What follows belongs to an exercise in optimizing a design on an open flow for small area, a short achievable clock period and few clock cycles per item; a production flow would make more cautious choices.

// fp_div_top
module fp_div_top
(
    input  wire logic                        clk,
    input  wire logic                        reset,
    input  wire logic                        in_valid,
    input  wire logic [8+23:0] a,
    input  wire logic [8+23:0] b,
    output logic                             out_valid,
    output logic [8+23:0]     result,
    output logic                             exception,
    output logic                             overflow,
    output logic                             underflow
);
    localparam int NST = 12;
    localparam int R   = 1;
    logic                  st_valid  [0:NST];
    logic                  st_sign   [0:NST];
    logic [8-1:0]  st_a_exp;
    logic [8-1:0]  st_b_exp;
    logic                  st_exc;
    logic                  st_zero;
    fp_div_pkg::exp_t      st_exp_lo;
    logic [8:0]    st_ecode  [0:NST];
    logic [23-1:0]  st_b_frac [0:NST];
    fp_div_pkg::rem_t      st_s      [0:NST];
    fp_div_pkg::rem_t      st_c      [0:NST];
    fp_div_pkg::dig_t      st_qs     [0:NST];
    fp_div_pkg::dig_t      st_q1     [0:NST];
    fp_div_pkg::dig_t      st_q2     [0:NST];
    logic                  q1_two;
    logic [7:0]            est;
    fp_div_classify u_classify
    (
        .clk       (clk),
        .reset     (reset),
        .in_valid  (in_valid),
        .a         (a),
        .b         (b),
        .out_valid (st_valid[0]),
        .sign      (st_sign[0]),
        .a_exp     (st_a_exp),
        .b_exp     (st_b_exp),
        .rem_s     (st_s[0]),
        .est       (est),
        .b_frac    (st_b_frac[0]),
        .q1_is_two (q1_two)
    );
    assign st_c[0]  = q1_two ? {1'b1, st_b_frac[0], 1'b0} : {2'b01, st_b_frac[0]};
    assign st_qs[0] = '0;
    assign st_q1[0] = '0;
    assign st_q2[0] = {q1_two, {(13-1){1'b0}}};
    assign st_exc    = (&st_a_exp) || (&st_b_exp) || (st_b_exp == '0);
    assign st_zero   = (st_a_exp == '0);
    assign st_exp_lo = fp_div_pkg::exp_t'({2'b00, st_a_exp}) - fp_div_pkg::exp_t'({2'b00, st_b_exp})
  ...
Settings: LEC_CHECK=0, CAP_MARGIN=20, CORE_MARGIN=2, CORE_UTILIZATION=40, CTS_CLUSTER_DIAMETER=150, CTS_CLUSTER_SIZE=26, SLEW_MARGIN=20; clock period 15.0 ns.
standard.sh (not shown) runs the stock make flow with config.mk's settings and CLKGATE_MAP_FILE= SYNTH_SCRIPT=/design/flow/synth_recipe.tcl, a recipe that flattens the netlist after the stock synthesis.
==> flow/flow/run.sh <==
#!/bin/bash
# Standard synthesis, then the standard layout with repair_timing aiming for
# extra setup slack (the SDC and the clock period are unchanged), and the
# smallest buffer on each port.
set -euo pipefail
bash standard.sh synth > synth.log 2>&1
bash standard.sh SETUP_SLACK_MARGIN=10.7 "BUFFER_PORTS_ARGS=-buffer_cell sky130_fd_sc_hd__buf_1" finish > layout.log 2>&1
The starting point ran to the end with no violations.
Then changed:
--- a/flow/flow/run.sh
+++ b/flow/flow/run.sh
@@ -5,3 +5,3 @@
 set -euo pipefail
 bash standard.sh synth > synth.log 2>&1
-bash standard.sh SETUP_SLACK_MARGIN=10.7 "BUFFER_PORTS_ARGS=-buffer_cell sky130_fd_sc_hd__buf_1" finish > layout.log 2>&1
+bash standard.sh SETUP_SLACK_MARGIN=10.8 "BUFFER_PORTS_ARGS=-buffer_cell sky130_fd_sc_hd__buf_1" finish > layout.log 2>&1
- CORE_UTILIZATION: 40 -> 60
- PLACE_DENSITY: unset -> 0.72
Synthesized area is unchanged.
Worst setup slack gets better by 0.034 ns.
Then changed:
- CORE_UTILIZATION: 60 -> 40
- PLACE_DENSITY: 0.72 -> unset
Wire length climbs by about 4%.
Die area rose by about 50%.
Design area is higher by 1.0%.
Core utilization came out lower by 21 points.
Setup slack gains 0.037 ns.
First-iteration DRC count rose by 19%.
Then changed:
--- a/flow/flow/run.sh
+++ b/flow/flow/run.sh
@@ -5,3 +5,3 @@
 set -euo pipefail
 bash standard.sh synth > synth.log 2>&1
-bash standard.sh SETUP_SLACK_MARGIN=10.8 "BUFFER_PORTS_ARGS=-buffer_cell sky130_fd_sc_hd__buf_1" finish > layout.log 2>&1
+bash standard.sh SETUP_SLACK_MARGIN=10.8 "CTS_ARGS=-sink_clustering_enable -repair_clock_nets -sink_clustering_size 26 -sink_clustering_max_diameter 150 -num_static_layers 1" "BUFFER_PORTS_ARGS=-buffer_cell sky130_fd_sc_hd__buf_1" finish > layout.log 2>&1
=> The changed run completed with no timing, DRC or antenna violations; via count stays flat; sequential share of layout area barely changes; worst setup slack gets worse by 0.016 ns; wire length hardly moves; final cell count is unchanged; sequential cell count does not change; count of clock-buffer cells in the layout shrinks by 1.
Then changed:
==> flow/flow/run.sh (replaced) <==
#!/bin/bash
# Standard synthesis, then the standard layout with repair_timing aiming for
# extra setup slack (the SDC and the clock period are unchanged), and the
# smallest buffer on each port.
set -euo pipefail
bash standard.sh synth > synth.log 2>&1
bash standard.sh SETUP_SLACK_MARGIN=10.8 "BUFFER_PORTS_ARGS=-buffer_cell sky130_fd_sc_hd__buf_1" finish > layout.log 2>&1
- ABC_AREA: unset -> 1
Effect: Synthesized area increases by 2.1%; cell area increases by 3.2%; synthesized cell count came out higher by 17%; core utilization went up by 0.14 points; critical path depth stays the same; clock skew stays flat.
Function was not checked in any run of this note: the RTL went through the layout flow alone.

* * *

Starting RTL as in the previous note.
clock: 15.0 ns
lec_check: 0
cap_margin: 20
core_margin: 2
core_utilization: 40
cts_cluster_diameter: 160
cts_cluster_size: 30
slew_margin: 20
==> flow/flow/run.sh <==
#!/bin/bash
# Standard synthesis, then the standard layout with repair_timing aiming for
# extra setup slack (the SDC and the clock period are unchanged), and the
# smallest buffer on each port.
set -euo pipefail
bash standard.sh synth > synth.log 2>&1
bash standard.sh SETUP_SLACK_MARGIN=10.8 "BUFFER_PORTS_ARGS=-buffer_cell sky130_fd_sc_hd__buf_1" finish > layout.log 2>&1
Change:
--- a/flow/flow/run.sh
+++ b/flow/flow/run.sh
@@ -7 +7 @@
-bash standard.sh SETUP_SLACK_MARGIN=10.8 "BUFFER_PORTS_ARGS=-buffer_cell sky130_fd_sc_hd__buf_1" finish > layout.log 2>&1
+bash standard.sh SETUP_SLACK_MARGIN=10.9 "BUFFER_PORTS_ARGS=-buffer_cell sky130_fd_sc_hd__buf_1" finish > layout.log 2>&1
--- a/flow/config.mk
+++ b/flow/config.mk
@@ -11,2 +11,2 @@
-export CTS_CLUSTER_DIAMETER = 160
-export CTS_CLUSTER_SIZE = 30
+export CTS_CLUSTER_DIAMETER = 150
+export CTS_CLUSTER_SIZE = 26
Via count is higher by 1.6%.
Setup slack is better by 0.014 ns.
First-iteration DRC count falls by 6.6%.
Register-to-register slack improves by 0.10 ns.
Change:
--- a/flow/flow/run.sh
+++ b/flow/flow/run.sh
@@ -7 +7 @@
-bash standard.sh SETUP_SLACK_MARGIN=10.9 "BUFFER_PORTS_ARGS=-buffer_cell sky130_fd_sc_hd__buf_1" finish > layout.log 2>&1
+bash standard.sh SETUP_SLACK_MARGIN=10.8 "BUFFER_PORTS_ARGS=-buffer_cell sky130_fd_sc_hd__buf_1" finish > layout.log 2>&1
--- a/flow/config.mk
+++ b/flow/config.mk
@@ -13,0 +14 @@
+export TNS_END_PERCENT = 50
Result:
- The changed run passed the timing, DRC and antenna checks
- synthesized area does not change
- sequential share of layout area goes up by 0.66 points
- non-clock buffer count is lower by 20
- worst setup slack degrades by 0.070 ns
No functional check of the RTL was part of any run of this note.

==> re-timing with driven ports <==
The results above use ideal ports. As a check the final layouts listed here were re-extracted and re-timed, cells and wires unchanged.
Step 1: set_driving_cell puts a clkbuf_16 on clk and a buf_2 on each other input, an assumption about the parent block.
Step 2 times the ports against the registers' clock, not the clock port: input delays grow and output delays shrink by t, the midpoint of the rising clock arrivals with the driver on.
Three values: ideal, step 1, step 2; two values: the first two.
run	t, ns	slack for setup (ns)	worst hold slack (ns)
the first run of note 1	0.702	10.798 / 10.728 / 10.347	0.313 / 0.313 / 0.313
the second run of note 1	0.683	10.831 / 10.769 / 10.259	0.318 / 0.318 / 0.318
the third run of note 1	0.689	10.869 / 10.798 / 10.295	0.312 / 0.312 / 0.312
the fourth run of note 1	0.703	10.852 / 10.782 / 10.298	0.312 / 0.312 / 0.312
the fifth run of note 1	0.719	10.851 / 10.786 / 10.395	0.324 / 0.324 / 0.324
the first run of note 2	0.701	10.845 / 10.777 / 10.383	0.307 / 0.307 / 0.307
the second run of note 2	0.694	10.859 / 10.791 / 10.375	0.313 / 0.313 / 0.313
the third run of note 2	0.701	10.789 / 10.721 / 10.285	0.292 / 0.292 / 0.292
After both steps every run listed still meets setup and hold. For the third run of note 1, which loses most, drivers alone change the setup slack by -0.071 ns; drivers and shift together by -0.574 ns.
